Context: an optimization exercise on an open-source flow, tuned for a short achievable clock period and few clock cycles. The choices shown serve that exercise and are no tape-out recipe.
RTL that was checked went through simulation tests only; none was proved equivalent to the original.
Only the layout flow was run in runs 1, 2 and 4; the RTL was not checked for function there.
Power and IR drop assume default switching activity.

==> flow/design.v <==
`default_nettype none
package armPkg;
    localparam int DATA_W     = 32;
    localparam int REG_ADDR_W = 4;
    localparam logic [REG_ADDR_W-1:0] PC_REG  = 4'd15;
    localparam logic [DATA_W-1:0]     PC_STEP = 32'd4;
    localparam int COND_LSB = 28;
    localparam int OP_LSB   = 26;
    localparam int I_BIT    = 25;
    localparam int CMD_LSB  = 21;
    localparam int S_BIT    = 20;
    localparam int L_BIT    = 20;
    localparam int RN_LSB   = 16;
    localparam int RD_LSB   = 12;
    localparam int ROT_LSB  = 8;
    localparam logic [3:0] CMD_AND = 4'b0000;
    localparam logic [3:0] CMD_SUB = 4'b0010;
    localparam logic [3:0] CMD_ADD = 4'b0100;
    localparam logic [3:0] CMD_CMP = 4'b1010;
    localparam logic [3:0] CMD_ORR = 4'b1100;
    localparam logic [1:0] OP_DP  = 2'b00;
    localparam logic [1:0] OP_MEM = 2'b01;
    localparam logic [1:0] OP_BR  = 2'b10;
    localparam logic SRCB_REG   = 1'b0;
    localparam logic SRCB_IMM   = 1'b1;
    localparam logic RES_ALUOUT = 1'b0;
    localparam logic RES_DATA   = 1'b1;
    typedef enum logic [3:0] {
        FETCH, DECODE, MEMADR, MEMRD, MEMWB, MEMWRITE,
        EXECR, EXECI, ALUWB, ALUNOWB, BRANCH
    } fsmState_t;
    typedef enum logic [1:0] {
        ALU_ADD, ALU_SUB, ALU_AND, ALU_ORR
    } aluOp_t;
    typedef enum logic [3:0] {
        EQ, NE, CS, CC, MI, PL, VS, VC, HI, LS, GE, LT, GT, LE, AL
    } cond_t;
endpackage
`default_nettype wire
`timescale 1ns/1ns
`default_nettype none
import armPkg::*;
module fastAdd #(
    parameter int W = 32
) (
    input  logic [W-1:0] a,
    input  logic [W-1:0] b,
    input  logic         cin,
    output logic [W-1:0] sum,
    output logic         cout
);
    localparam int L = $clog2(W) + 1;
    logic [W:0] g [0:L];
    logic [W:0] p [0:L];
    assign g[0][0] = cin;
    assign p[0][0] = 1'b0;
    assign g[0][W:1] = a & b;
    assign p[0][W:1] = a ^ b;
    genvar lv, i;
    generate
        for (lv = 0; lv < L; lv++) begin : gLevel
            for (i = 0; i <= W; i++) begin : gBit
                if (i >= (1 << lv)) begin : gMerge
                    assign g[lv+1][i] = g[lv][i] | (p[lv][i] & g[lv][i-(1<<lv)]);
                    assign p[lv+1][i] = p[lv][i] & p[lv][i-(1<<lv)];
                end else begin : gPass
                    assign g[lv+1][i] = g[lv][i];
                    assign p[lv+1][i] = p[lv][i];
                end
            end
        end
    endgenerate
    assign sum  = p[0][W:1] ^ g[L][W-1:0];
    assign cout = g[L][W];
endmodule
module alu (
    input  logic [DATA_W-1:0] a,
    input  logic [DATA_W-1:0] b,
    input  armPkg::aluOp_t    op,
    output logic [DATA_W-1:0] result,
    output logic [3:0]        flags
);
    logic              isSub;
    logic              isArith;
    logic [DATA_W-1:0] bIn;
    logic [DATA_W-1:0] sum;
    logic              cout;
    assign isSub   = (op == ALU_SUB);
    assign isArith = (op == ALU_ADD) || isSub;
    assign bIn     = isSub ? ~b : b;
    fastAdd #(.W(DATA_W)) uAdd (
        .a    (a),
        .b    (bIn),
        .cin  (isSub),
        .sum  (sum),
        .cout (cout)
    );
    always_comb begin
        case (op)
            ALU_AND: result = a & b;
            ALU_ORR: result = a | b;
            default: result = sum;
        endcase
    end
    assign flags[3] = result[DATA_W-1];
    assign flags[2] = (result == '0);
    assign flags[1] = isArith & cout;
    assign flags[0] = isArith & (a[DATA_W-1] == bIn[DATA_W-1])
                    & (result[DATA_W-1] != a[DATA_W-1]);
endmodule
`default_nettype wire
`timescale 1ns/1ns
`default_nettype none
import armPkg::*;
module regFile (
    input  logic                  clk,
    input  logic                  we,
    input  logic [REG_ADDR_W-1:0] wa,
    input  logic [DATA_W-1:0]     wd,
    input  logic                  fwdEn,
    input  logic [REG_ADDR_W-1:0] fwdA,
    input  logic [DATA_W-1:0]     fwdD,
    input  logic [REG_ADDR_W-1:0] ra1,
    input  logic [REG_ADDR_W-1:0] ra2,
    input  logic [DATA_W-1:0]     r15,
    output logic [DATA_W-1:0]     rd1,
    output logic [DATA_W-1:0]     rd2
);
    logic [DATA_W-1:0] regs [0:PC_REG-1];
    always_ff @(posedge clk) begin
        if (we && (wa != PC_REG)) begin
            regs[wa] <= wd;
        end
    end
    always_comb begin
        if (ra1 == PC_REG)                 rd1 = r15;
        else if (fwdEn && (fwdA == ra1))   rd1 = fwdD;
        else                               rd1 = regs[ra1];
        if (ra2 == PC_REG)                 rd2 = r15;
        else if (fwdEn && (fwdA == ra2))   rd2 = fwdD;
        else                               rd2 = regs[ra2];
    end
endmodule
`default_nettype wire
`timescale 1ns/1ns
`default_nettype none
import armPkg::*;
module programCounter (
    input  logic              clk,
    input  logic              reset,
    input  logic              fetch,
    input  logic              takenBr,
    input  logic [DATA_W-1:0] target,
    output logic [DATA_W-1:0] fetchAdr,
    output logic [DATA_W-1:0] fetchPlus8
);
    logic [DATA_W-1:0] seqPc;
    assign fetchAdr   = takenBr ? target : seqPc;
    assign fetchPlus8 = fetchAdr + 32'd8;
    always_ff @(posedge clk or posedge reset) begin
        if (reset) begin
            seqPc <= '0;
        end else if (fetch) begin
            seqPc <= fetchAdr + PC_STEP;
        end
    end
endmodule
`default_nettype wire
`timescale 1ns/1ns
`default_nettype none
import armPkg::*;
module condUnit (
    input  logic [3:0] cond,
    input  logic [3:0] flags,
    output logic       condPass
);
    logic n;
    logic z;
    logic c;
    logic v;
    logic ge;
    assign {n, z, c, v} = flags;
    assign ge = (n == v);
    always_comb begin
        case (cond)
            4'd0:  condPass = z;
            4'd1:  condPass = ~z;
            4'd2:  condPass = c;
            4'd3:  condPass = ~c;
            4'd4:  condPass = n;
            4'd5:  condPass = ~n;
            4'd6:  condPass = v;
            4'd7:  condPass = ~v;
            4'd8:  condPass = c & ~z;
            4'd9:  condPass = ~c | z;
            4'd10: condPass = ge;
            4'd11: condPass = ~ge;
            4'd12: condPass = ~z & ge;
            4'd13: condPass = z | ~ge;
            default: condPass = 1'b1;
        endcase
    end
endmodule
`default_nettype wire
`timescale 1ns/1ns
`default_nettype none
import armPkg::*;
module mainFsm (
    input  logic [DATA_W-1:0] instr,
    output logic              isDp,
    output logic              isMem,
    output logic              isBr,
    output logic              isLoad,
    output armPkg::aluOp_t    aluOp,
    output logic              setFlags,
    output logic              setCv,
    output logic              dpWrite,
    output logic              ldWrite
);
    logic [1:0] opClass;
    logic [3:0] cmd;
    logic       isCmp;
    logic       rdIsPc;
    assign opClass = instr[OP_LSB +: 2];
    assign cmd     = instr[CMD_LSB +: 4];
    assign isCmp   = (cmd == CMD_CMP);
    assign rdIsPc  = (instr[RD_LSB +: REG_ADDR_W] == PC_REG);
    assign isDp   = (opClass == OP_DP);
    assign isMem  = (opClass == OP_MEM);
    assign isBr   = (opClass == OP_BR);
    assign isLoad = instr[L_BIT];
    always_comb begin
        case (cmd)
            CMD_AND: aluOp = ALU_AND;
            CMD_SUB: aluOp = ALU_SUB;
            CMD_CMP: aluOp = ALU_SUB;
            CMD_ORR: aluOp = ALU_ORR;
            default: aluOp = ALU_ADD;
        endcase
    end
    assign setFlags = instr[S_BIT] | isCmp;
    assign setCv    = (cmd == CMD_ADD) || (cmd == CMD_SUB) || isCmp;
    assign dpWrite = ~isCmp & ~rdIsPc;
    assign ldWrite = instr[L_BIT] & ~rdIsPc;
endmodule
`default_nettype wire
`timescale 1ns/1ns
`default_nettype none
import armPkg::*;
module datapath (
    input  logic              clk,
    input  logic              reset,
    input  logic [DATA_W-1:0] readData,
    output logic [DATA_W-1:0] adr,
    output logic [DATA_W-1:0] writeData,
    output logic              memWrite
);
    logic              vE;
    logic [DATA_W-1:0] instr;
    logic              eIsDp;
    logic              eIsMem;
    logic              eIsBr;
    logic              eIsLoad;
    armPkg::aluOp_t    eAluOp;
    logic              eSetFlags;
    logic              eSetCv;
    logic              eDpWrite;
    logic              eLdWrite;
    logic [DATA_W-1:0] opA;
    logic [DATA_W-1:0] opB;
    logic [DATA_W-1:0] immX;
    logic [3:0]        flags;
    logic              condPass;
    logic              memAct;
    logic              takenBr;
    logic              fetch;
    logic [DATA_W-1:0] target;
    logic [DATA_W-1:0] aluResult;
    logic [3:0]        aluFlags;
    logic              dpWe;
    logic              regWe;
    logic [DATA_W-1:0] wd;
    logic [DATA_W-1:0] fetchAdr;
    logic [DATA_W-1:0] fetchPlus8;
    logic              dIsDp;
    logic              dIsMem;
    logic              dIsBr;
    logic              dIsLoad;
    armPkg::aluOp_t    dAluOp;
    logic              dSetFlags;
    logic              dSetCv;
    logic              dDpWrite;
    logic              dLdWrite;
    logic [1:0]        dClass;
    logic [REG_ADDR_W-1:0] ra2;
    logic [DATA_W-1:0] rd1;
    logic [DATA_W-1:0] rd2;
    logic [2*DATA_W-1:0] immRot;
    logic [DATA_W-1:0] dOpA;
    logic [DATA_W-1:0] dOpB;
    logic [DATA_W-1:0] dImmX;
    condUnit uCond (
        .cond     (instr[COND_LSB +: 4]),
        .flags    (flags),
        .condPass (condPass)
    );
    assign memAct  = vE & eIsMem & condPass;
    assign takenBr = vE & eIsBr & condPass;
    assign fetch   = ~memAct;
    fastAdd #(.W(DATA_W)) uTarget (
        .a    (opA),
        .b    (immX),
        .cin  (1'b0),
        .sum  (target),
        .cout ()
    );
    alu uAlu (
        .a      (opA),
        .b      (opB),
        .op     (eAluOp),
        .result (aluResult),
        .flags  (aluFlags)
    );
    assign dpWe  = vE & eIsDp & condPass & eDpWrite;
    assign regWe = dpWe | (memAct & eLdWrite);
    assign wd    = eIsMem ? readData : aluResult;
    assign adr       = memAct ? target : fetchAdr;
    assign memWrite  = memAct & ~eIsLoad & ~reset;
    assign writeData = opB;
    always_ff @(posedge clk or posedge reset) begin
        if (reset) begin
            flags <= '0;
            vE    <= 1'b0;
        end else begin
            vE <= fetch;
            if (vE && eIsDp && condPass && eSetFlags) begin
                flags[3:2] <= aluFlags[3:2];
                if (eSetCv) begin
                    flags[1:0] <= aluFlags[1:0];
                end
            end
        end
    end
    programCounter uPc (
        .clk        (clk),
        .reset      (reset),
        .fetch      (fetch),
        .takenBr    (takenBr),
        .target     (target),
        .fetchAdr   (fetchAdr),
        .fetchPlus8 (fetchPlus8)
    );
    mainFsm uDec (
        .instr    (readData),
        .isDp     (dIsDp),
        .isMem    (dIsMem),
        .isBr     (dIsBr),
        .isLoad   (dIsLoad),
        .aluOp    (dAluOp),
        .setFlags (dSetFlags),
        .setCv    (dSetCv),
        .dpWrite  (dDpWrite),
        .ldWrite  (dLdWrite)
    );
    assign dClass = readData[OP_LSB +: 2];
    assign ra2 = (dClass == OP_MEM) ? readData[RD_LSB +: REG_ADDR_W]
                                    : readData[REG_ADDR_W-1:0];
    regFile uRegs (
        .clk   (clk),
        .we    (regWe),
        .wa    (instr[RD_LSB +: REG_ADDR_W]),
        .wd    (wd),
        .fwdEn (dpWe),
        .fwdA  (instr[RD_LSB +: REG_ADDR_W]),
        .fwdD  (aluResult),
        .ra1   (readData[RN_LSB +: REG_ADDR_W]),
        .ra2   (ra2),
        .r15   (fetchPlus8),
        .rd1   (rd1),
        .rd2   (rd2)
    );
    assign immRot = {2{{(DATA_W-8){1'b0}}, readData[7:0]}} >> {readData[ROT_LSB +: 4], 1'b0};
    assign dOpA  = (dClass == OP_BR) ? fetchPlus8 : rd1;
    assign dOpB  = ((dClass == OP_DP) && readData[I_BIT]) ? immRot[DATA_W-1:0] : rd2;
    assign dImmX = (dClass == OP_BR) ? {{(DATA_W-26){readData[23]}}, readData[23:0], 2'b00}
                                     : {{(DATA_W-12){1'b0}}, readData[11:0]};
    always_ff @(posedge clk) begin
        if (fetch) begin
            instr     <= readData;
            eIsDp     <= dIsDp;
            eIsMem    <= dIsMem;
            eIsBr     <= dIsBr;
            eIsLoad   <= dIsLoad;
            eAluOp    <= dAluOp;
            eSetFlags <= dSetFlags;
            eSetCv    <= dSetCv;
            eDpWrite  <= dDpWrite;
            eLdWrite  <= dLdWrite;
            opA       <= dOpA;
            opB       <= dOpB;
            immX      <= dImmX;
        end
    end
endmodule
`default_nettype wire
`timescale 1ns/1ns
`default_nettype none
import armPkg::*;
module armMulticycle (
    input  logic              clk,
    input  logic              reset,
    input  logic [DATA_W-1:0] readData,
    output logic [DATA_W-1:0] adr,
    output logic [DATA_W-1:0] writeData,
    output logic              memWrite
);
    datapath uDp (
        .clk       (clk),
        .reset     (reset),
        .readData  (readData),
        .adr       (adr),
        .writeData (writeData),
        .memWrite  (memWrite)
    );
endmodule
`default_nettype wire
==> flow/run.sh <==
#!/bin/bash
# synth_recipe.tcl (not shown) runs the flow's synth.tcl, then flattens the netlist and writes it again
# the make line also repeats each setting of config.mk as NAME=value (left out here)
make -C /OpenROAD-flow-scripts/flow DESIGN_CONFIG=/design/flow/config.mk WORK_HOME=/design/flow/orfs CLKGATE_MAP_FILE= SYNTH_SCRIPT=/design/flow/synth_recipe.tcl finish
==> flow/config.mk <==
export PLATFORM = sky130hd
export DESIGN_NAME = armMulticycle
export DESIGN_NICKNAME = armMulticycle
export VERILOG_FILES = /design/flow/design.v
export SDC_FILE = /design/flow/constraint.sdc
export NUM_CORES = 4
export LEC_CHECK = 0
export CAP_MARGIN = 20
export CORE_MARGIN = 2
export CORE_UTILIZATION = 40
export SLEW_MARGIN = 20
==> flow/constraint.sdc <==
create_clock -name core_clock -period 8.0 [get_ports {clk}]
set_input_delay 1.6000 -clock core_clock [delete_from_list [all_inputs] [get_ports {clk}]]
set_output_delay 1.6000 -clock core_clock [all_outputs]
set_load 0.01 [all_outputs]
==> summary.md, run 1 <==
| Metric | Value |
|---|---|
| # IOs | about 100 |
| Worst Max-Slew Pin Slew | about 1100 ps |
| Setup Skew | ~29 ps |
| Clock sinks | 625 |
| Die area | 0.09487 sq mm |
| H-tree lvl count | 3 |
| Hold-fix buffer count after cts | 0 |
| #FFs+latches synth | approximately 630 |
| Max-capacitance violation count | 0 |
| Post-CTS Repair Setup Buffers | 0 |
| DRC errors left | 0 |
| PostCTS Resize Cnt | 0 |
| Vias in the first global route | around 26,000 |
| TritonRoute pass-1 iters | 6 |
| Pwr Density | 468.1 mW/mm^2 |
| Cells after Synth | 3,088 |
| GR Overflow Total | 0 |
| Syn_nets | approximately 3,200 |
| RSZ-0062 raised after global routing | no |
| TritonCTS Buffers | 68 |
| Yosys top cell area share | 0.4776 |
| Dpl cells | 4,217 |
| R2R Setup Slk | approximately 2800 ps |
| Most instantiated library cell after synthesis | edfxtp_1 |
| Clock Path Buffers | 3 |
| Initial DRC count | approximately 3,100 |
| Largest net degree at the start of global routing | between 100 and 150 |
| Initial antenna violation count | 3 |
| Critical path required time | 6400 ps |
| Post-synth ARST share | 0.05920 |
| Die width | about 310 microns |
| Slew HR | 0.2687 |
| Fmax achieved | ~160 MHz |
| Clock transition at path regs | about 60 ps |
| Hold slack | just under 500 ps |
| Core area | around 0.09 sq mm |
| Routed wire length | approximately 120 mm |
| Root Buffer | clkbuf_16 |
| Share of layout cells above drive strength 1 | 0.1543 |
| Vias | approximately 27,000 |
| FP Rows | between 100 and 150 |
| Worst IR drop on VDD | ~0.00026 V |
| Avg Cell Area, Syn | 11.97 sq um |
| First-pass GRT wire length | roughly 170 mm |
| Ys Warns | 9 |
| CP startpoint kind | register |
| Synth top cells by count | edfxtp_1, nand2_1, mux4_2, nor2_1, o21ai_0 |
| Hpwl dp | 77.67 mm |
| Initial core utilization | 0.4033 |
| Final setup vio count | 0 |
| Crit. End Element | output port |
| Port Buffers | around 100 |
| Via density | approximately 6.2 |
| Setup TNS after final layout | 0 ps |
| Fin crit period | slightly above 6000 ps |
| Tot Pwr | 19.44 mW |
| CTS tree | yes |
| Post-Layout Cell Count | approximately 4,300 |
| Setup CP Type | register to output port |
| Final slew viol count | 0 |
| Register area share after synthesis | 0.5027 |
| Cell taking the most area after synthesis | edfxtp_1 |
| Synth cell types | 94 |
| Status | finished clean |
| Hold Vio Cnt, Final | 0 |
| Antenna-violating nets left | 0 |
| Post-synth EDFFs | roughly 600 |
| Die Ht | 308.0 microns |
| Pleak | approximately 14 nW |
| Commonest register cell after synthesis | edfxtp_1 |
| Period utilization | 0.7783 |
| Largest cells by area after synthesis | edfxtp_1, mux4_2, nand2_1 |
| Worst EP arrival | about 4600 ps |
| Hold Crit Class | register to register |
| NumNets Final | roughly 3,200 |
| Largest fanout on the critical path | 8 |
| GP Congestion | 0.9492 |
| Area grow syn2layout | 12.35% |
| Clk Latency, worst-skew pair | between 600 and 700 ps |
| Routed wire per std cell | ~27 microns |
| ANT cells | 0 |
| GRT Total Usage | 0.2431 |
| Mapped Area | between 0.03 and 0.04 sq mm |
==> layer usage <==
layer  wire length, microns  vias up  global-route usage
li1                       -    12070                   -
met1                  47290    13570              0.3208
met2                  55740     1237              0.4024
met3                   9727      202             0.04631
met4                   3914        6             0.08168
met5                     33        -                   0
==> layout by cell type (no fill, tap or decap), types with 30 or more instances in the layout <==
| cell type | count |
|---|---|
| edfxtp_1 | 588 |
| nand2_1 | 379 |
| mux4_2 | 198 |
| nor2_1 | 186 |
| o21ai_0 | 181 |
| a21oi_1 | 175 |
| mux2i_1 | 116 |
| xnor2_1 | 98 |
| clkdlybuf4s50_1 | 94 |
| clkbuf_16 | 70 |
| ha_1 | 67 |
| buf_4 | 62 |
| a211oi_1 | 59 |
| a31oi_1 | 49 |
| inv_1 | 46 |
| nand3_1 | 45 |
| mux2_2 | 44 |
| xor2_1 | 43 |
| nor3_1 | 40 |
| o211ai_1 | 39 |
| dfrtp_1 | 37 |
| a311oi_1 | 35 |
| a21o_1 | 30 |
==> stage by stage <==
stage | setup WS (ps) | utilization | area, sq um
floorplan | 1032 | - | 36970
global placement | 2075 | 0.4287 | 39290
detailed placement | 2086 | 0.4288 | 39300
CTS | 1758 | 0.4529 | 41510
global route | 1463 | 0.4531 | 41530
finish | 1773 | 0.4531 | 41530
==> worst max-delay path, stage by stage (launching register included) <==
cell,delay [ps]
edfxtp_1,450
ha_1,440
a21oi_1,270
o21ai_1,200
a311o_1,430
a221oi_1,390
and2_1,250
o21ai_0,100
a21oi_1,190
xnor2_1,120
o21ai_0,400
nand2_1,90
o21ai_0,110
clkdlybuf4s50_1,570
==> power breakdown <==
group | total, mW | switching, mW | internal (mW) | leakage [nW]
logic | 10.1 | 6.75 | 3.37 | 7.31
registers | 6.14 | 0.480 | 5.66 | 5.91
clock network | 3.18 | 1.36 | 1.82 | 1.08
==> final cells by class <==
cell class / instances / area [sq um]
Sequential cell: 625 / 18580
Tap cell: 1186 / 1484
Fill cell: 8240 / 50130
Timing Repair Buffer: 164 / 1538
Clock buffer: 82 / 1797
Inverter: 50 / 192.7
Multi-Input combinational cell: 2192 / 17530
Clock inverter: 37 / 412.9
==> cell families (layout without fill, tap and decap cells) <==
group | count (synthesis) | after routing | share of synthesized area
AND/OR/NAND/NOR | 848 | 848 | 0.1067
flip-flops | 625 | 625 | 0.5027
XOR/XNOR | 141 | 141 | 0.03341
AO/OA/AOI/OAI | 740 | 740 | 0.1298
adder cells (fa/ha/maj) | 97 | 97 | 0.03107
multiplexers | 366 | 366 | 0.1676
buffers and inverters | 271 | 333 | 0.02880
==> sequential cells by signal, summed over array words and instances (netlist names) <==
name,flops
uDp.eIsBr,1
uDp.vE,1
uDp.uRegs.regs,480
uDp.eDpWrite,1
uDp.uPc.seqPc,32
uDp.eSetCv,1
uDp.eIsDp,1
uDp.instr,9
uDp.eAluOp,2
uDp.immX,26
uDp.eSetFlags,1
uDp.flags,4
uDp.eLdWrite,1
uDp.opB,32
uDp.eIsMem,1
uDp.opA,32
==> final timing paths <==
| path | start | endpoint | depth (start not counted) |
|---|---|---|---|
| worst max register to register | uDp.eAluOp[1] | uDp.flags[2] | 14 |
| max in group asynchronous | reset | uDp.uPc.seqPc[20] | 3 |
| worst min register to register | uDp.uPc.seqPc[26] | uDp.uPc.seqPc[26] | 2 |
| worst min-delay path | uDp.uPc.seqPc[26] | uDp.uPc.seqPc[26] | 2 |
| min in group asynchronous | reset | uDp.flags[0] | 3 |
| worst max-delay path | uDp.opA[16] | adr[31] | 13 |
==> inputs of run 2 (changes only) <==
--- a/flow/config.mk
+++ b/flow/config.mk
@@ -6,6 +6,8 @@
 export NUM_CORES = 4
 export LEC_CHECK = 0
+export ABC_CLOCK_PERIOD_IN_PS = 3000
 export CAP_MARGIN = 20
 export CORE_MARGIN = 2
 export CORE_UTILIZATION = 40
+export SETUP_SLACK_MARGIN = 4
 export SLEW_MARGIN = 20
==> summary.md, run 2 <==
| Metric | Value |
|---|---|
| Crit-path max cell delay | 500 ps (was 570 ps) |
| CP max-delay cell | edfxtp_1 (was clkdlybuf4s50_1) |
| First-pass GRT wire length | 188.7 mm (was 171.3 mm) |
| Ys Warns | 9 (unchanged) |
| TritonRoute pass-1 iters | 8 (was 6) |
| Pwr Density | 496.0 mW/mm^2 (was 468.1 mW/mm^2) |
| Hold Vio Cnt, Final | 0 (unchanged) |
| H-tree lvl count | 3 (unchanged) |
| Vias in the first global route | 27,820 (was 26,010) |
| R2R Setup Slk | 3500 ps (was 2810 ps) |
| Biggest register | uDp.uRegs.regs (unchanged) |
| Commonest non-fill, non-tap cells in the layout | edfxtp_1, nand2_1, buf_4, mux4_2, nor2_1 (was edfxtp_1, nand2_1, mux4_2, nor2_1, o21ai_0) |
| GR Overflow Total | 0 (unchanged) |
| Vias | 29,940 (was 27,080) |
| Clock sinks | 625 (unchanged) |
| Min-Delay Path Depth | 2 (unchanged) |
| NumNets Final | 3,488 (was 3,203) |
| Core area | 0.09166 sq mm (unchanged) |
| Setup Skew | 38.81 ps (was 29.20 ps) |
| # IOs | 99 (unchanged) |
| Hpwl dp | 76.83 mm (was 77.67 mm) |
| Final setup vio count | 0 (unchanged) |
| Critical path required time | 6400 ps (about the same) |
| Max FFs per register | 480 (unchanged) |
| Synth top cells by count | edfxtp_1, nand2_1, mux4_2, nor2_1, o21ai_0 (unchanged) |
| Yosys top cell area share | 0.4776 (unchanged) |
| Via density | 6.474 (was 6.245) |
| Post-synth ARST share | 0.05920 (unchanged) |
| CTS tree | yes (unchanged) |
| Cell taking the most area after synthesis | edfxtp_1 (unchanged) |
| TritonCTS Buffers | 69 (was 68) |
| Critical Path Source | uDp.opA[1] (was uDp.opA[16]) |
| Reg2reg path depth | 24 (was 14) |
| Final slew viol count | 0 (unchanged) |
| Clock Path Buffers | 3 (unchanged) |
| Setup CP Type | register to output port (unchanged) |
| Top cell by count, worst path | o21ai_2 (was o21ai_0) |
| Status | finished clean (unchanged) |
| Most instantiated library cell after synthesis | edfxtp_1 (unchanged) |
| Share of layout cells above drive strength 1 | 0.3179 (was 0.1543) |
| Post-Layout Cell Count | 4,625 (was 4,336) |
| Clk Latency, worst-skew pair | 650 ps (was 640 ps) |
| Area grow syn2layout | 26.68% (was 12.35%) |
| Port Buffers | 98 (unchanged) |
| DRC errors left | 0 (unchanged) |
| Initial antenna violation count | 1 (was 3) |
| Setup TNS after final layout | 0 ps (unchanged) |
| Avg Cell Area, Syn | 11.97 sq um (unchanged) |
| Initial DRC count | 4,302 (was 3,076) |
| Antenna-violating nets left | 0 (unchanged) |
| Max-capacitance violation count | 0 (unchanged) |
| R2r endpoint | uDp.flags[2] (unchanged) |
| Post-route setup slack | 2864 ps (was 1773 ps) |
| Crit-path cells | ha_4 -> a211oi_4 -> o31a_1 -> a21o_4 -> a211o_4 -> and2_4 -> o21ai_2 -> a21oi_2 -> xnor2_2 -> o21ai_2 -> nand2_1 -> o21ai_2 -> buf_2 (was ha_1 -> a21oi_1 -> o21ai_1 -> a311o_1 -> a221oi_1 -> and2_1 -> o21ai_0 -> a21oi_1 -> xnor2_1 -> o21ai_0 -> nand2_1 -> o21ai_0 -> clkdlybuf4s50_1) |
| Die Ht | 308.0 microns (unchanged) |
| Dpl cells | 4,208 (was 4,217) |
| Die width | 308.0 microns (unchanged) |
| #FFs+latches synth | 625 (unchanged) |
| GRT Total Usage | 0.2686 (was 0.2431) |
| Syn_nets | 3,190 (unchanged) |
| Worst Max-Slew Pin Slew | 1112 ps (was 1097 ps) |
| Worst EP arrival | 3540 ps (was 4630 ps) |
| Place WS | 2307 ps (was 2086 ps) |
| Crit. End Element | output port (unchanged) |
| Register area share after synthesis | 0.5027 (unchanged) |
| CP startpoint kind | register (unchanged) |
| Pleak | 16.55 nW (was 14.29 nW) |
| Post-synth EDFFs | 588 (unchanged) |
| Setup crit end | adr[31] (unchanged) |
| Fin crit period | 5136 ps (was 6227 ps) |
| Design area | 0.04683 sq mm (was 0.04153 sq mm) |
| Initial core utilization | 0.4033 (unchanged) |
| Clock transition at path regs | 60 ps (about the same) |
| DP Area | 0.03957 sq mm (was 0.03930 sq mm) |
| Synth cell types | 94 (unchanged) |
| Largest net degree at the start of global routing | 93 (was 115) |
| Root Buffer | clkbuf_16 (unchanged) |
| Largest fanout on the critical path | 3 (was 8) |
| Die area | 0.09487 sq mm (unchanged) |
| Slew HR | 0.2565 (was 0.2687) |
| Commonest register cell after synthesis | edfxtp_1 (unchanged) |
| GP Congestion | 0.9589 (was 0.9492) |
| Worst IR drop on VDD | 0.0002271 V (was 0.0002595 V) |
| Mapped Area | 0.03697 sq mm (unchanged) |
| Reg2reg start | uDp.instr[29] (was uDp.eAluOp[1]) |
| RSZ-0062 raised after global routing | yes (was no) |
| Cells after Synth | 3,088 (unchanged) |
| Routed wire per std cell | 29.18 microns (was 26.92 microns) |
| Period utilization | 0.6420 (was 0.7783) |
| FP Rows | 111 (unchanged) |
| Largest cells by area after synthesis | edfxtp_1, mux4_2, nand2_1 (unchanged) |
| Commonest non-fill, non-tap cell in the layout | edfxtp_1 (unchanged) |
| Fmax achieved | 194.7 MHz (was 160.6 MHz) |
| Hold Crit Class | register to register (unchanged) |
| Routed wire length | 135.0 mm (was 116.7 mm) |
run 2: cell counts after synthesis:
No cell type changed its count.
run 2: layout make-up:
type,count,area [sq um]
Inverter,50,209.0
Clock buffer,88,1808
Timing Repair inverter,3,26.28
Fill cell,7598,44830
Tap cell,1186,1484
Timing Repair Buffer,438,4285
Clock inverter,35,414.1
Sequential cell,625,18580
Antenna cell,1,2.502
Multi-Input combinational cell,2199,20020
run 2: what timing repair did:
action / CTS / global route
hold buffers: 0 / 0
gates resized for setup: 420 / 251
setup endpoints to repair: 536 / 586
cloned: 15 / 12
endpoints found under the hold margin: 0 / 0
pin swaps: 108 / 113
setup buffers: 180 / 86
run 2: how the worst min path moves through the flow:
stage                             end  slack [ps]         startpoint
floorplan           uDp.uPc.seqPc[26]         440  uDp.uPc.seqPc[26]
global placement    uDp.uPc.seqPc[26]         460  uDp.uPc.seqPc[26]
detailed placement  uDp.uPc.seqPc[26]         470  uDp.uPc.seqPc[26]
CTS                 uDp.uPc.seqPc[26]         490  uDp.uPc.seqPc[26]
global route        uDp.uPc.seqPc[31]         530  uDp.uPc.seqPc[31]
finish              uDp.uPc.seqPc[31]         490  uDp.uPc.seqPc[31]
run 2: per-stage QoR:
stage                     total power, mW    util  hold slack [ps]
final                               23.23  0.5109            492.5
after CTS                           21.66  0.4909            486.5
after detailed placement            16.38  0.4317            474.5
after global placement              16.31  0.4316            456.3
after floorplan                     12.83       -            441.8
after global routing                24.19  0.5109            532.2
run 2: report_power, final:
group          internal (mW)  switching, mW
sequential              5.66          0.570
combinational           5.35           8.43
clock                   1.84           1.37
total                   12.9           10.4
run 2: kinds of logic after synthesis:
| kind of cell | share of synthesized area |
|---|---|
| XOR/XNOR | 0.03341 |
| multiplexers | 0.1676 |
| AO/OA/AOI/OAI | 0.1298 |
| adder cells (fa/ha/maj) | 0.03107 |
| flip-flops | 0.5027 |
| buffers and inverters | 0.02880 |
| AND/OR/NAND/NOR | 0.1067 |
run 2: routing by layer:
metal  wire (microns)  global-route usage  vias up
met1            51860              0.3591    14890
li1                 -                   -    12680
met5                9                   0        -
met3            13550             0.04563      401
met2            62570              0.4312     1963
met4             6979              0.1170        2
run 2: worst max-delay path: cells and delay by family (launching register included):
family	cells	cell delay [ps]
AOI/OAI and AO/OA	8	1490
xor gates and xnor gates	1	160
adders and majority gates	1	330
buffers and inverters	1	140
DFF	1	500
and+or+nand+nor	2	260
==> inputs of run 3 (changes only) <==
--- a/flow/design.v
+++ b/flow/design.v
@@ -50,5 +50,6 @@
     output logic         cout
 );
-    localparam int L = $clog2(W) + 1;
+    localparam int L = (W < 2) ? 1 : (W < 4) ? 2 : (W < 8) ? 3 : (W < 16) ? 4 :
+                       (W < 32) ? 5 : (W < 64) ? 6 : 7;
     logic [W:0] g [0:L];
     logic [W:0] p [0:L];
==> summary.md, run 3 <==
| Metric | Value |
|---|---|
| Status | finished clean (unchanged) |
| GP Congestion | 0.9589 (unchanged) |
| Antenna-violating nets left | 0 (unchanged) |
| Area grow syn2layout | 26.68% (unchanged) |
| Reg2reg start | uDp.instr[29] (unchanged) |
| Post-synth ARST share | 0.05920 (unchanged) |
| Via density | 6.474 (unchanged) |
| Hold-fix buffer count after cts | 0 (unchanged) |
| Synth cell types | 94 (unchanged) |
| Int Power | 12.86 mW (unchanged) |
| Initial DRC count | 4,302 (unchanged) |
| Clk pwr share | 0.138 (about the same) |
| First-pass GRT wire length | 188.7 mm (unchanged) |
| CP top delay family | compound AO/OA/AOI/OAI gates (unchanged) |
| Max layer used | met5 (unchanged) |
| Root Buffer | clkbuf_16 (unchanged) |
| TritonRoute pass-1 iters | 8 (unchanged) |
| Max-capacitance violation count | 0 (unchanged) |
| Top cell by count, worst path | o21ai_2 (unchanged) |
| R2R Setup Slk | 3500 ps (about the same) |
| Ys Warns | 9 (unchanged) |
| Post-synth EDFFs | 588 (unchanged) |
| Worst IR drop on VDD | 0.0002271 V (unchanged) |
| Vias in the first global route | 27,820 (unchanged) |
| DRC errors left | 0 (unchanged) |
| Setup CP Type | register to output port (unchanged) |
| Max FFs per register | 480 (unchanged) |
| Core area | 0.09166 sq mm (unchanged) |
| Tot Pwr | 23.23 mW (unchanged) |
| Min-Delay Path Depth | 2 (unchanged) |
| Most instantiated library cell after synthesis | edfxtp_1 (unchanged) |
| Initial antenna violation count | 1 (unchanged) |
| Hold Crit Class | register to register (unchanged) |
| Commonest non-fill, non-tap cells in the layout | edfxtp_1, nand2_1, buf_4, mux4_2, nor2_1 (unchanged) |
| Setup TNS after final layout | 0 ps (unchanged) |
| Sw Share | 0.4466 (unchanged) |
| Place WS | 2307 ps (unchanged) |
| Crit-path cells | ha_4 -> a211oi_4 -> o31a_1 -> a21o_4 -> a211o_4 -> and2_4 -> o21ai_2 -> a21oi_2 -> xnor2_2 -> o21ai_2 -> nand2_1 -> o21ai_2 -> buf_2 (unchanged) |
| CTS tree | yes (unchanged) |
| Clk Latency, worst-skew pair | 650 ps (about the same) |
| Setup Skew | 38.81 ps (unchanged) |
| GRT Total Usage | 0.2686 (unchanged) |
| WL met1 | 51.86 mm (unchanged) |
| Clock sinks | 625 (unchanged) |
| Met3 WL post-DR | 13.55 mm (unchanged) |
| NumNets Final | 3,488 (unchanged) |
| Final slew viol count | 0 (unchanged) |
| Cell taking the most area after synthesis | edfxtp_1 (unchanged) |
| CP Buf/Inv Count | 1 (unchanged) |
| Routed wire per std cell | 29.18 microns (unchanged) |
| Beginning of the worst hold path | uDp.uPc.seqPc[31] (unchanged) |
| Fmax achieved | 194.7 MHz (unchanged) |
| Avg Cell Area, Syn | 11.97 sq um (unchanged) |
| Power share of the sequential group | 0.268 (about the same) |
| Pwr Density | 496.0 mW/mm^2 (unchanged) |
| Largest fanout on the critical path | 3 (unchanged) |
| Die width | 308.0 microns (unchanged) |
| H-tree lvl count | 3 (unchanged) |
| CP max-delay cell | edfxtp_1 (unchanged) |
| Largest cells by area after synthesis | edfxtp_1, mux4_2, nand2_1 (unchanged) |
| Cells after Synth | 3,088 (unchanged) |
| Biggest register | uDp.uRegs.regs (unchanged) |
| CP startpoint kind | register (unchanged) |
| Worst EP arrival | 3540 ps (about the same) |
| Port Buffers | 98 (unchanged) |
| Commonest register cell after synthesis | edfxtp_1 (unchanged) |
| Pleak | 16.55 nW (unchanged) |
| Net switching power | 10.37 mW (unchanged) |
| Fill cells | 7,598 (unchanged) |
| Largest net degree at the start of global routing | 93 (unchanged) |
| Worst Max-Slew Pin Slew | 1112 ps (unchanged) |
| Dpl cells | 4,208 (unchanged) |
| Final setup vio count | 0 (unchanged) |
| Hpwl dp | 76.83 mm (unchanged) |
| Register area share after synthesis | 0.5027 (unchanged) |
| Post-route setup slack | 2864 ps (unchanged) |
| Clock transition at path regs | 60 ps (about the same) |
| Post-Layout Cell Count | 4,625 (unchanged) |
| Routed wire length | 135.0 mm (unchanged) |
| Slew HR | 0.2565 (unchanged) |
| Hold slack | 492.5 ps (unchanged) |
| # IOs | 99 (unchanged) |
| DR WL met2 | 62.57 mm (unchanged) |
| Yosys top cell area share | 0.4776 (unchanged) |
| Commonest non-fill, non-tap cell in the layout | edfxtp_1 (unchanged) |
| FP Rows | 111 (unchanged) |
| Crit-path max cell delay | 500 ps (about the same) |
| Reg2reg path depth | 24 (unchanged) |
| Clock Path Buffers | 3 (unchanged) |
| Fin crit period | 5136 ps (unchanged) |
| TritonCTS Buffers | 69 (unchanged) |
| Mapped Area | 0.03697 sq mm (unchanged) |
| Synth top cells by count | edfxtp_1, nand2_1, mux4_2, nor2_1, o21ai_0 (unchanged) |
| Hold Path Sink | uDp.uPc.seqPc[31] (unchanged) |
| R2r endpoint | uDp.flags[2] (unchanged) |
| Die area | 0.09487 sq mm (unchanged) |
| Initial core utilization | 0.4033 (unchanged) |
| GR Overflow Total | 0 (unchanged) |
| Syn_nets | 3,190 (unchanged) |
| Vias | 29,940 (unchanged) |
| #FFs+latches synth | 625 (unchanged) |
| Critical path required time | 6400 ps (about the same) |
| Power share of the combinational group | 0.593 (about the same) |
| Period utilization | 0.6420 (unchanged) |
| Share of layout cells above drive strength 1 | 0.3179 (unchanged) |
| Multi-input gate area | 0.02002 sq mm (unchanged) |
| Crit. End Element | output port (unchanged) |
| Die Ht | 308.0 microns (unchanged) |
| RSZ-0062 raised after global routing | yes (unchanged) |
| Hold Vio Cnt, Final | 0 (unchanged) |
| Register area | 0.01858 sq mm (unchanged) |
-- run 3: cell counts in the layout (fill, tap and decap cells not counted) --
Identical to the previous run, type by type.
-- run 3: area by class of cell --
class / count / area share
diodes: 1 / 0.00005343
clock buffers: 88 / 0.03861
clock inverters: 35 / 0.008843
inverters: 50 / 0.004462
multi-input cells: 2199 / 0.4275
flip-flops and latches: 625 / 0.3968
well taps: 1186 / 0.03169
repair buffers: 438 / 0.09150
repair inverters: 3 / 0.0005610
-- run 3: repair_timing --
| action | CTS | global route |
|---|---|---|
| resized for setup | 420 | 251 |
| pin swaps | 108 | 113 |
| setup endpoints to repair | 536 | 586 |
| setup buffers | 180 | 86 |
| cloned | 15 | 12 |
-- run 3: logic make-up after synthesis --
group / synth area share
adders and majority gates: 0.03107
AOI/OAI and AO/OA: 0.1298
buffers and inverters: 0.02880
DFF: 0.5027
and+or+nand+nor: 0.1067
xor gates and xnor gates: 0.03341
muxes: 0.1676
-- run 3: worst max-delay path by stage --
stage,startpoint,to,slack [ps],cells past startpoint
after floorplan,uDp.instr[29],uDp.uRegs.regs[13][0],3410,10
after CTS,uDp.opA[20],adr[30],2950,10
after global routing,uDp.opA[1],adr[31],2750,13
final,uDp.opA[1],adr[31],2860,13
after detailed placement,readData[27],uDp.opB[29],2310,10
after global placement,readData[27],uDp.opB[29],2320,10
-- run 3: per-stage QoR --
step / cell area, sq um / utilization
floorplan: 37450 / -
global placement: 39560 / 0.4316
detailed placement: 39570 / 0.4317
CTS: 44990 / 0.4909
global route: 46830 / 0.5109
finish: 46830 / 0.5109
-- run 3: routing by layer --
metal	up-vias	global-route usage
met1	14890	0.3591
met3	401	0.04563
met5	-	0
met4	2	0.1170
li1	12680	-
met2	1963	0.4312
-- run 3: tightest hold or removal path: stages, from the launching register on --
cell and delay, ps:
dfrtp_1 340, nand2_1 50, o21ai_1 60
-- run 3: power groups by stage --
stage	clock (mW)	combinational, mW	sequential (mW)
finish	3.21	13.8	6.23
floorplan	0	6.83	6.00
CTS	3.24	12.2	6.19
detailed placement	0	10.2	6.22
global route	3.37	14.6	6.26
global placement	0	10.1	6.22
Testbench counts of run 3, summed over its fixed seeds: cycles 86,984.
==> inputs of run 4 (changes only) <==
--- a/flow/design.v
+++ b/flow/design.v
@@ -50,6 +50,5 @@
     output logic         cout
 );
-    localparam int L = (W < 2) ? 1 : (W < 4) ? 2 : (W < 8) ? 3 : (W < 16) ? 4 :
-                       (W < 32) ? 5 : (W < 64) ? 6 : 7;
+    localparam int L = $clog2(W) + 1;
     logic [W:0] g [0:L];
     logic [W:0] p [0:L];
@@ -126,5 +125,6 @@
     input  logic [DATA_W-1:0]     r15,
     output logic [DATA_W-1:0]     rd1,
-    output logic [DATA_W-1:0]     rd2
+    output logic [DATA_W-1:0]     rd2,
+    output logic [DATA_W-1:0]     rd1Raw
 );
     logic [DATA_W-1:0] regs [0:PC_REG-1];
@@ -134,4 +134,5 @@
         end
     end
+    assign rd1Raw = (ra1 == PC_REG) ? r15 : regs[ra1];
     always_comb begin
         if (ra1 == PC_REG)                 rd1 = r15;
@@ -150,18 +151,23 @@
     input  logic              clk,
     input  logic              reset,
-    input  logic              fetch,
-    input  logic              takenBr,
-    input  logic [DATA_W-1:0] target,
-    output logic [DATA_W-1:0] fetchAdr,
-    output logic [DATA_W-1:0] fetchPlus8
+    input  logic [DATA_W-1:0] nextAdr,
+    input  logic              saveSeq,
+    output logic [DATA_W-1:0] adr,
+    output logic [DATA_W-1:0] adrPlus4,
+    output logic [DATA_W-1:0] adrPlus8,
+    output logic [DATA_W-1:0] seqPc
 );
-    logic [DATA_W-1:0] seqPc;
-    assign fetchAdr   = takenBr ? target : seqPc;
-    assign fetchPlus8 = fetchAdr + 32'd8;
+    assign adrPlus4 = adr + PC_STEP;
+    assign adrPlus8 = adr + 32'd8;
     always_ff @(posedge clk or posedge reset) begin
         if (reset) begin
-            seqPc <= '0;
-        end else if (fetch) begin
-            seqPc <= fetchAdr + PC_STEP;
+            adr <= '0;
+        end else begin
+            adr <= nextAdr;
+        end
+    end
+    always_ff @(posedge clk) begin
+        if (saveSeq) begin
+            seqPc <= adrPlus4;
         end
     end
@@ -257,31 +263,33 @@
     output logic              memWrite
 );
+    logic              accCyc;
+    logic              stCyc;
+    logic              ldWe;
+    logic [REG_ADDR_W-1:0] ldRd;
+    logic [DATA_W-1:0] stData;
     logic              vE;
-    logic [DATA_W-1:0] instr;
-    logic              eIsDp;
-    logic              eIsMem;
-    logic              eIsBr;
-    logic              eIsLoad;
+    logic [3:0]        eCond;
+    logic [REG_ADDR_W-1:0] eRd;
     armPkg::aluOp_t    eAluOp;
     logic              eSetFlags;
     logic              eSetCv;
     logic              eDpWrite;
-    logic              eLdWrite;
     logic [DATA_W-1:0] opA;
     logic [DATA_W-1:0] opB;
-    logic [DATA_W-1:0] immX;
     logic [3:0]        flags;
-    logic              condPass;
-    logic              memAct;
-    logic              takenBr;
-    logic              fetch;
-    logic [DATA_W-1:0] target;
+    logic              condE;
     logic [DATA_W-1:0] aluResult;
     logic [3:0]        aluFlags;
     logic              dpWe;
+    logic              flagWe;
+    logic [3:0]        flagsNext;
     logic              regWe;
+    logic [REG_ADDR_W-1:0] wa;
     logic [DATA_W-1:0] wd;
-    logic [DATA_W-1:0] fetchAdr;
-    logic [DATA_W-1:0] fetchPlus8;
+    logic [DATA_W-1:0] adrPlus4;
+    logic [DATA_W-1:0] adrPlus8;
+    logic [DATA_W-1:0] seqPc;
+    logic [DATA_W-1:0] nextAdr;
+    logic              fetchCyc;
     logic              dIsDp;
     logic              dIsMem;
@@ -293,26 +301,20 @@
     logic              dDpWrite;
     logic              dLdWrite;
-    logic [1:0]        dClass;
+    logic              condF;
+    logic              hazard;
+    logic              memGo;
+    logic              brGo;
+    logic [REG_ADDR_W-1:0] rn;
     logic [REG_ADDR_W-1:0] ra2;
     logic [DATA_W-1:0] rd1;
     logic [DATA_W-1:0] rd2;
+    logic [DATA_W-1:0] rd1Raw;
     logic [2*DATA_W-1:0] immRot;
-    logic [DATA_W-1:0] dOpA;
-    logic [DATA_W-1:0] dOpB;
-    logic [DATA_W-1:0] dImmX;
-    condUnit uCond (
-        .cond     (instr[COND_LSB +: 4]),
+    logic [DATA_W-1:0] memAdr;
+    logic [DATA_W-1:0] brTarget;
+    condUnit uCondE (
+        .cond     (eCond),
         .flags    (flags),
-        .condPass (condPass)
-    );
-    assign memAct  = vE & eIsMem & condPass;
-    assign takenBr = vE & eIsBr & condPass;
-    assign fetch   = ~memAct;
-    fastAdd #(.W(DATA_W)) uTarget (
-        .a    (opA),
-        .b    (immX),
-        .cin  (1'b0),
-        .sum  (target),
-        .cout ()
+        .condPass (condE)
     );
     alu uAlu (
@@ -323,33 +325,26 @@
         .flags  (aluFlags)
     );
-    assign dpWe  = vE & eIsDp & condPass & eDpWrite;
-    assign regWe = dpWe | (memAct & eLdWrite);
-    assign wd    = eIsMem ? readData : aluResult;
-    assign adr       = memAct ? target : fetchAdr;
-    assign memWrite  = memAct & ~eIsLoad & ~reset;
-    assign writeData = opB;
+    assign dpWe   = vE & condE & eDpWrite;
+    assign flagWe = vE & condE & eSetFlags;
+    always_comb begin
+        flagsNext = flags;
+        if (flagWe) begin
+            flagsNext[3:2] = aluFlags[3:2];
+            if (eSetCv) begin
+                flagsNext[1:0] = aluFlags[1:0];
+            end
+        end
+    end
     always_ff @(posedge clk or posedge reset) begin
         if (reset) begin
             flags <= '0;
-            vE    <= 1'b0;
         end else begin
-            vE <= fetch;
-            if (vE && eIsDp && condPass && eSetFlags) begin
-                flags[3:2] <= aluFlags[3:2];
-                if (eSetCv) begin
-                    flags[1:0] <= aluFlags[1:0];
-                end
-            end
+            flags <= flagsNext;
         end
     end
-    programCounter uPc (
-        .clk        (clk),
-        .reset      (reset),
-        .fetch      (fetch),
-        .takenBr    (takenBr),
-        .target     (target),
-        .fetchAdr   (fetchAdr),
-        .fetchPlus8 (fetchPlus8)
-    );
+    assign regWe = dpWe | (accCyc & ldWe);
+    assign wa    = accCyc ? ldRd : eRd;
+    assign wd    = accCyc ? readData : aluResult;
+    assign fetchCyc = ~accCyc;
     mainFsm uDec (
         .instr    (readData),
@@ -364,43 +359,77 @@
         .ldWrite  (dLdWrite)
     );
-    assign dClass = readData[OP_LSB +: 2];
-    assign ra2 = (dClass == OP_MEM) ? readData[RD_LSB +: REG_ADDR_W]
-                                    : readData[REG_ADDR_W-1:0];
+    condUnit uCondF (
+        .cond     (readData[COND_LSB +: 4]),
+        .flags    (flagsNext),
+        .condPass (condF)
+    );
+    assign rn  = readData[RN_LSB +: REG_ADDR_W];
+    assign ra2 = dIsMem ? readData[RD_LSB +: REG_ADDR_W] : readData[REG_ADDR_W-1:0];
     regFile uRegs (
-        .clk   (clk),
-        .we    (regWe),
-        .wa    (instr[RD_LSB +: REG_ADDR_W]),
-        .wd    (wd),
-        .fwdEn (dpWe),
-        .fwdA  (instr[RD_LSB +: REG_ADDR_W]),
-        .fwdD  (aluResult),
-        .ra1   (readData[RN_LSB +: REG_ADDR_W]),
-        .ra2   (ra2),
-        .r15   (fetchPlus8),
-        .rd1   (rd1),
-        .rd2   (rd2)
+        .clk    (clk),
+        .we     (regWe),
+        .wa     (wa),
+        .wd     (wd),
+        .fwdEn  (dpWe),
+        .fwdA   (eRd),
+        .fwdD   (aluResult),
+        .ra1    (rn),
+        .ra2    (ra2),
+        .r15    (adrPlus8),
+        .rd1    (rd1),
+        .rd2    (rd2),
+        .rd1Raw (rd1Raw)
     );
+    assign hazard = dIsMem & vE & eDpWrite & (eRd == rn);
+    assign memAdr   = rd1Raw + {{(DATA_W-12){1'b0}}, readData[11:0]};
+    assign brTarget = adrPlus8 + {{(DATA_W-26){readData[23]}}, readData[23:0], 2'b00};
+    assign memGo = fetchCyc & dIsMem & condF & ~hazard;
+    assign brGo  = fetchCyc & dIsBr & condF;
+    always_comb begin
+        if (accCyc)                    nextAdr = seqPc;
+        else if (dIsMem && hazard)     nextAdr = adr;
+        else if (memGo)                nextAdr = memAdr;
+        else if (brGo)                 nextAdr = brTarget;
+        else                           nextAdr = adrPlus4;
+    end
+    programCounter uPc (
+        .clk      (clk),
+        .reset    (reset),
+        .nextAdr  (nextAdr),
+        .saveSeq  (memGo),
+        .adr      (adr),
+        .adrPlus4 (adrPlus4),
+        .adrPlus8 (adrPlus8),
+        .seqPc    (seqPc)
+    );
+    always_ff @(posedge clk or posedge reset) begin
+        if (reset) begin
+            accCyc <= 1'b0;
+            stCyc  <= 1'b0;
+            vE     <= 1'b0;
+        end else begin
+            accCyc <= memGo;
+            stCyc  <= memGo & ~dIsLoad;
+            vE     <= fetchCyc & dIsDp;
+        end
+    end
     assign immRot = {2{{(DATA_W-8){1'b0}}, readData[7:0]}} >> {readData[ROT_LSB +: 4], 1'b0};
-    assign dOpA  = (dClass == OP_BR) ? fetchPlus8 : rd1;
-    assign dOpB  = ((dClass == OP_DP) && readData[I_BIT]) ? immRot[DATA_W-1:0] : rd2;
-    assign dImmX = (dClass == OP_BR) ? {{(DATA_W-26){readData[23]}}, readData[23:0], 2'b00}
-                                     : {{(DATA_W-12){1'b0}}, readData[11:0]};
     always_ff @(posedge clk) begin
-        if (fetch) begin
-            instr     <= readData;
-            eIsDp     <= dIsDp;
-            eIsMem    <= dIsMem;
-            eIsBr     <= dIsBr;
-            eIsLoad   <= dIsLoad;
+        if (fetchCyc) begin
+            eCond     <= readData[COND_LSB +: 4];
+            eRd       <= readData[RD_LSB +: REG_ADDR_W];
             eAluOp    <= dAluOp;
             eSetFlags <= dSetFlags;
             eSetCv    <= dSetCv;
             eDpWrite  <= dDpWrite;
-            eLdWrite  <= dLdWrite;
-            opA       <= dOpA;
-            opB       <= dOpB;
-            immX      <= dImmX;
+            opA       <= rd1;
+            opB       <= readData[I_BIT] ? immRot[DATA_W-1:0] : rd2;
+            ldWe      <= dLdWrite;
+            ldRd      <= readData[RD_LSB +: REG_ADDR_W];
+            stData    <= rd2;
         end
     end
+    assign writeData = stData;
+    assign memWrite  = stCyc & ~reset;
 endmodule
 `default_nettype wire
--- a/flow/config.mk
+++ b/flow/config.mk
@@ -10,4 +10,4 @@
 export CORE_MARGIN = 2
 export CORE_UTILIZATION = 40
-export SETUP_SLACK_MARGIN = 4
+export SETUP_SLACK_MARGIN = 5
 export SLEW_MARGIN = 20
==> summary.md, run 4 <==
| Metric | Value |
|---|---|
| Hold Crit Class | register to register (unchanged) |
| GR Overflow Total | 0 (unchanged) |
| Min-Delay Path Depth | 2 (unchanged) |
| Fill cells | 7,424 (was 7,598) |
| GP Congestion | 0.9952 (was 0.9589) |
| DRC errors left | 0 (unchanged) |
| Tot Pwr | 16.48 mW (was 23.23 mW) |
| DP Area | 0.04163 sq mm (was 0.03957 sq mm) |
| CP startpoint kind | register (unchanged) |
| Post-synth EDFFs | 622 (was 588) |
| Compound-Gate Fraction of Synth Area | 0.1272 (was 0.1298) |
| Most instantiated library cell after synthesis | edfxtp_1 (unchanged) |
| Adder-cell share of the synthesized area | 0.03300 (was 0.03107) |
| Worst EP arrival | 5850 ps (was 3540 ps) |
| Simple-Gate Fraction of Synth Area | 0.09174 (was 0.1067) |
| R2r endpoint | uDp.uPc.adr[27] (was uDp.flags[2]) |
| Ys Warns | 9 (unchanged) |
| Cell taking the most area after synthesis | edfxtp_1 (unchanged) |
| Syn_nets | 3,208 (was 3,190) |
| Commonest non-fill, non-tap cells in the layout | edfxtp_1, nand2_1, buf_4, nor2_1, mux4_2 (was edfxtp_1, nand2_1, buf_4, mux4_2, nor2_1) |
| Die width | 312.8 microns (was 308.0 microns) |
| Die area | 0.09786 sq mm (was 0.09487 sq mm) |
| Final setup vio count | 0 (unchanged) |
| Slew HR | 0.1537 (was 0.2565) |
| Post-synth ARST share | 0.05900 (was 0.05920) |
| Area grow syn2layout | 38.93% (was 26.68%) |
| Max-capacitance violation count | 0 (unchanged) |
| Biggest register | uDp.uRegs.regs (unchanged) |
| Commonest register cell after synthesis | edfxtp_1 (unchanged) |
| Reg2reg path depth | 23 (was 24) |
| Hold Vio Cnt, Final | 0 (unchanged) |
| Synth cell types | 88 (was 94) |
| Vias in the first global route | 30,900 (was 27,820) |
| Worst Max-Slew Pin Slew | 1265 ps (was 1112 ps) |
| Register area share after synthesis | 0.5152 (was 0.5027) |
| Core area | 0.09473 sq mm (was 0.09166 sq mm) |
| Critical path required time | 8570 ps (was 6400 ps) |
| Register area | 0.01969 sq mm (was 0.01858 sq mm) |
| Clk Latency, worst-skew pair | 660 ps (was 650 ps) |
| Yosys top cell area share | 0.4896 (was 0.4776) |
| H-tree lvl count | 3 (unchanged) |
| Setup Skew | 36.99 ps (was 38.81 ps) |
| Setup TNS after final layout | 0 ps (unchanged) |
| Cells after Synth | 3,093 (was 3,088) |
| Die Ht | 312.8 microns (was 308.0 microns) |
| Initial DRC count | 4,725 (was 4,302) |
| # IOs | 99 (unchanged) |
| Largest family of logic cells by synthesized area | multiplexers (unchanged) |
| Mapped Area | 0.03815 sq mm (was 0.03697 sq mm) |
| Max FFs per register | 480 (unchanged) |
| Initial core utilization | 0.4027 (was 0.4033) |
| R2R Setup Slk | 2720 ps (was 3500 ps) |
| Hpwl dp | 96.25 mm (was 76.83 mm) |
| Design area | 0.05300 sq mm (was 0.04683 sq mm) |
| Hold slack | 481.6 ps (was 492.5 ps) |
| Clock Path Buffers | 3 (unchanged) |
| Fmax achieved | 189.3 MHz (was 194.7 MHz) |
| #FFs+latches synth | 661 (was 625) |
| Crit. End Element | register (was output port) |
| Mux contribution to synthesized area | 0.1674 (was 0.1676) |
| Via density | 6.603 (was 6.474) |
| Largest net degree at the start of global routing | 64 (was 93) |
| CTS tree | yes (unchanged) |
| Routed wire length | 167.2 mm (was 135.0 mm) |
| Setup CP Type | register to register (was register to output port) |
| Avg Cell Area, Syn | 12.33 sq um (was 11.97 sq um) |
| TritonCTS Buffers | 75 (was 69) |
| Worst IR drop on VDD | 0.0001585 V (was 0.0002271 V) |
| Initial antenna violation count | 4 (was 1) |
| Largest cells by area after synthesis | edfxtp_1, mux4_2, mux2_2 (was edfxtp_1, mux4_2, nand2_1) |
| Reg2reg start | uDp.eAluOp[1] (was uDp.instr[29]) |
| Fin crit period | 5284 ps (was 5136 ps) |
| RSZ-0062 raised after global routing | yes (unchanged) |
| Synth top cells by count | edfxtp_1, nand2_1, nor2_1, mux4_2, a21oi_1 (was edfxtp_1, nand2_1, mux4_2, nor2_1, o21ai_0) |
| Commonest non-fill, non-tap cell in the layout | edfxtp_1 (unchanged) |
| Root Buffer | clkbuf_16 (unchanged) |
| NumNets Final | 3,702 (was 3,488) |
| Pwr Density | 311.0 mW/mm^2 (was 496.0 mW/mm^2) |
| Routed wire per std cell | 34.04 microns (was 29.18 microns) |
| Post-synthesis xor/xnor area fraction | 0.03742 (was 0.03341) |
| Largest fanout on the critical path | 8 (was 3) |
| Clock transition at path regs | 60 ps (about the same) |
| Hold-fix buffer count after cts | 0 (unchanged) |
| Beginning of the worst hold path | uDp.uPc.seqPc[2] (was uDp.uPc.seqPc[31]) |
| Status | finished clean (unchanged) |
| Port Buffers | 98 (unchanged) |
| First-pass GRT wire length | 225.3 mm (was 188.7 mm) |
| Vias | 32,430 (was 29,940) |
| Hold Path Sink | uDp.uPc.adr[2] (was uDp.uPc.seqPc[31]) |
| TritonRoute pass-1 iters | 7 (was 8) |
| Clock sinks | 661 (was 625) |
| GRT Total Usage | 0.3189 (was 0.2686) |
| FP Rows | 113 (was 111) |
| Final slew viol count | 0 (unchanged) |
| Antenna-violating nets left | 0 (unchanged) |
| Pleak | 18.81 nW (was 16.55 nW) |
| Period utilization | 0.6604 (was 0.6420) |
| Share of layout cells above drive strength 1 | 0.4007 (was 0.3179) |
| Multi-input gate area | 0.02122 sq mm (was 0.02002 sq mm) |
-- run 4: cell types whose count changed after synthesis, sizes merged, moves of 18 or more --
cell	previous run	this run
mux2	44	97
inv	48	66
o21ai	197	146
edfxtp	588	622
nand2	379	263
nor2	192	234
a311oi	35	3
and2	26	8
xnor2	98	116
a221o	0	24
a211oi	60	90
o211ai	39	14
o22ai	13	50
-- run 4: per-layer routing --
metal  GRT usage  wire (microns)  share of wire  vias to the layer above
li1            -               -              -                    13170
met1      0.4117           60560           0.36                    16310
met2      0.4967           74000           0.44                     2359
met3     0.06960           18930           0.11                      593
met4      0.1852           13690          0.082                        4
met5           0              27        0.00016                        -
-- run 4: cell type report --
cell class / instances / share of cell area
Timing Repair Buffer: 611 / 0.1493
Inverter: 68 / 0.005359
Clock buffer: 94 / 0.03695
Multi-Input combinational cell: 2170 / 0.4004
Antenna cell: 1 / 0.00004722
Sequential cell: 661 / 0.3716
Clock inverter: 42 / 0.006492
Tap cell: 1265 / 0.02987
-- run 4: how the worst max path moves through the flow --
stage                             start               to  slack [ps]  cells after the start
after floorplan            readData[17]  uDp.uPc.adr[18]        1960                     25
after global placement     readData[18]  uDp.uPc.adr[31]        1100                     16
after detailed placement   readData[18]  uDp.uPc.adr[19]        1070                     20
after CTS                 uDp.eAluOp[1]   uDp.uPc.adr[0]        2670                     20
after global routing      uDp.eAluOp[1]  uDp.uPc.adr[29]        2600                     23
final                     uDp.eAluOp[1]  uDp.uPc.adr[27]        2720                     23
-- run 4: critical path: stages (launching register included) --
cell and delay [ps]:
edfxtp_1 450, inv_4 130, nand2_8 130, buf_6 160, xnor2_4 120, ha_4 310
nand4_1 100, a221o_1 350, a21o_4 260, a2111o_1 430, buf_6 150, nand3_4 60
and3_4 250, nand2_2 60, or4b_4 540, nor4_4 170, buf_6 180, mux2i_4 80
or3_4 430, o21ai_4 250, buf_12 150, buf_16 140, a221oi_4 60, nor2_1 190
-- run 4: kinds of logic after synthesis --
family | Yosys count
muxes | 393
and+or+nand+nor | 761
adders and majority gates | 104
DFF | 661
buffers and inverters | 276
xor gates and xnor gates | 163
AOI/OAI and AO/OA | 735
-- run 4: repair_timing --
action	CTS	global route
pin swaps	137	162
setup endpoints to repair	1174	1093
endpoints found under the hold margin	0	0
gates resized for setup	818	280
setup buffers	249	111
cloned	45	33
-- run 4: report_power, final --
| group | leakage (nW) | total (mW) | internal (mW) | switching [mW] |
|---|---|---|---|---|
| combinational | 11.5 | 8.11 | 3.38 | 4.73 |
| clock | 1.10 | 3.37 | 1.87 | 1.50 |
| sequential | 6.22 | 5.00 | 4.74 | 0.257 |
| total | 18.8 | 16.5 | 9.99 | 6.49 |
-- run 4: metrics by stage --
step | setup WS, ps | util | std cells
after global placement | 1102 | 0.4393 | 4336
after detailed placement | 1074 | 0.4395 | 4337
after floorplan | 1960 | - | 3093
after CTS | 2666 | 0.5279 | 4767
final | 2716 | 0.5595 | 4912
after global routing | 2602 | 0.5594 | 4911

re-timing with driven ports:
The flow's constraints put no driver on any port. The routed layouts listed below were extracted and timed again, unchanged, in two steps.
Step 1, drivers: a clkbuf_16 drives clk and a buf_2 each remaining input, both assumed.
Step 2 times the ports against the registers' clock, not the clock port: input delays grow and output delays shrink by t, the midpoint of the rising clock arrivals with the driver on.
Slacks: no drivers / after step 1 / after step 2; pairs: no drivers / after step 1.
| run | t, ns | setup slack, ns | worst hold slack (ns) | worst register clock-pin slew, ns | pins driven straight from the clock port |
|---|---|---|---|---|---|
| run 1 | 0.694 | 1.773 / 1.701 / 2.033 | 0.490 / 0.490 / 0.490 | 0.07 / 0.07 | 1 |
| run 2 | 0.698 | 2.864 / 2.794 / 3.299 | 0.492 / 0.492 / 0.492 | 0.06 / 0.06 | 1 |
| run 3 | 0.698 | 2.864 / 2.794 / 3.299 | 0.492 / 0.492 / 0.492 | 0.06 / 0.06 | 1 |
| run 4 | 0.712 | 2.716 / 2.465 / 1.753 | 0.482 / 0.482 / 0.482 | 0.07 / 0.07 | 1 |
After both steps every run listed still meets setup and hold. The setup slack of run 4, which loses most, moves by -0.251 ns with the drivers and by -0.963 ns with both steps.
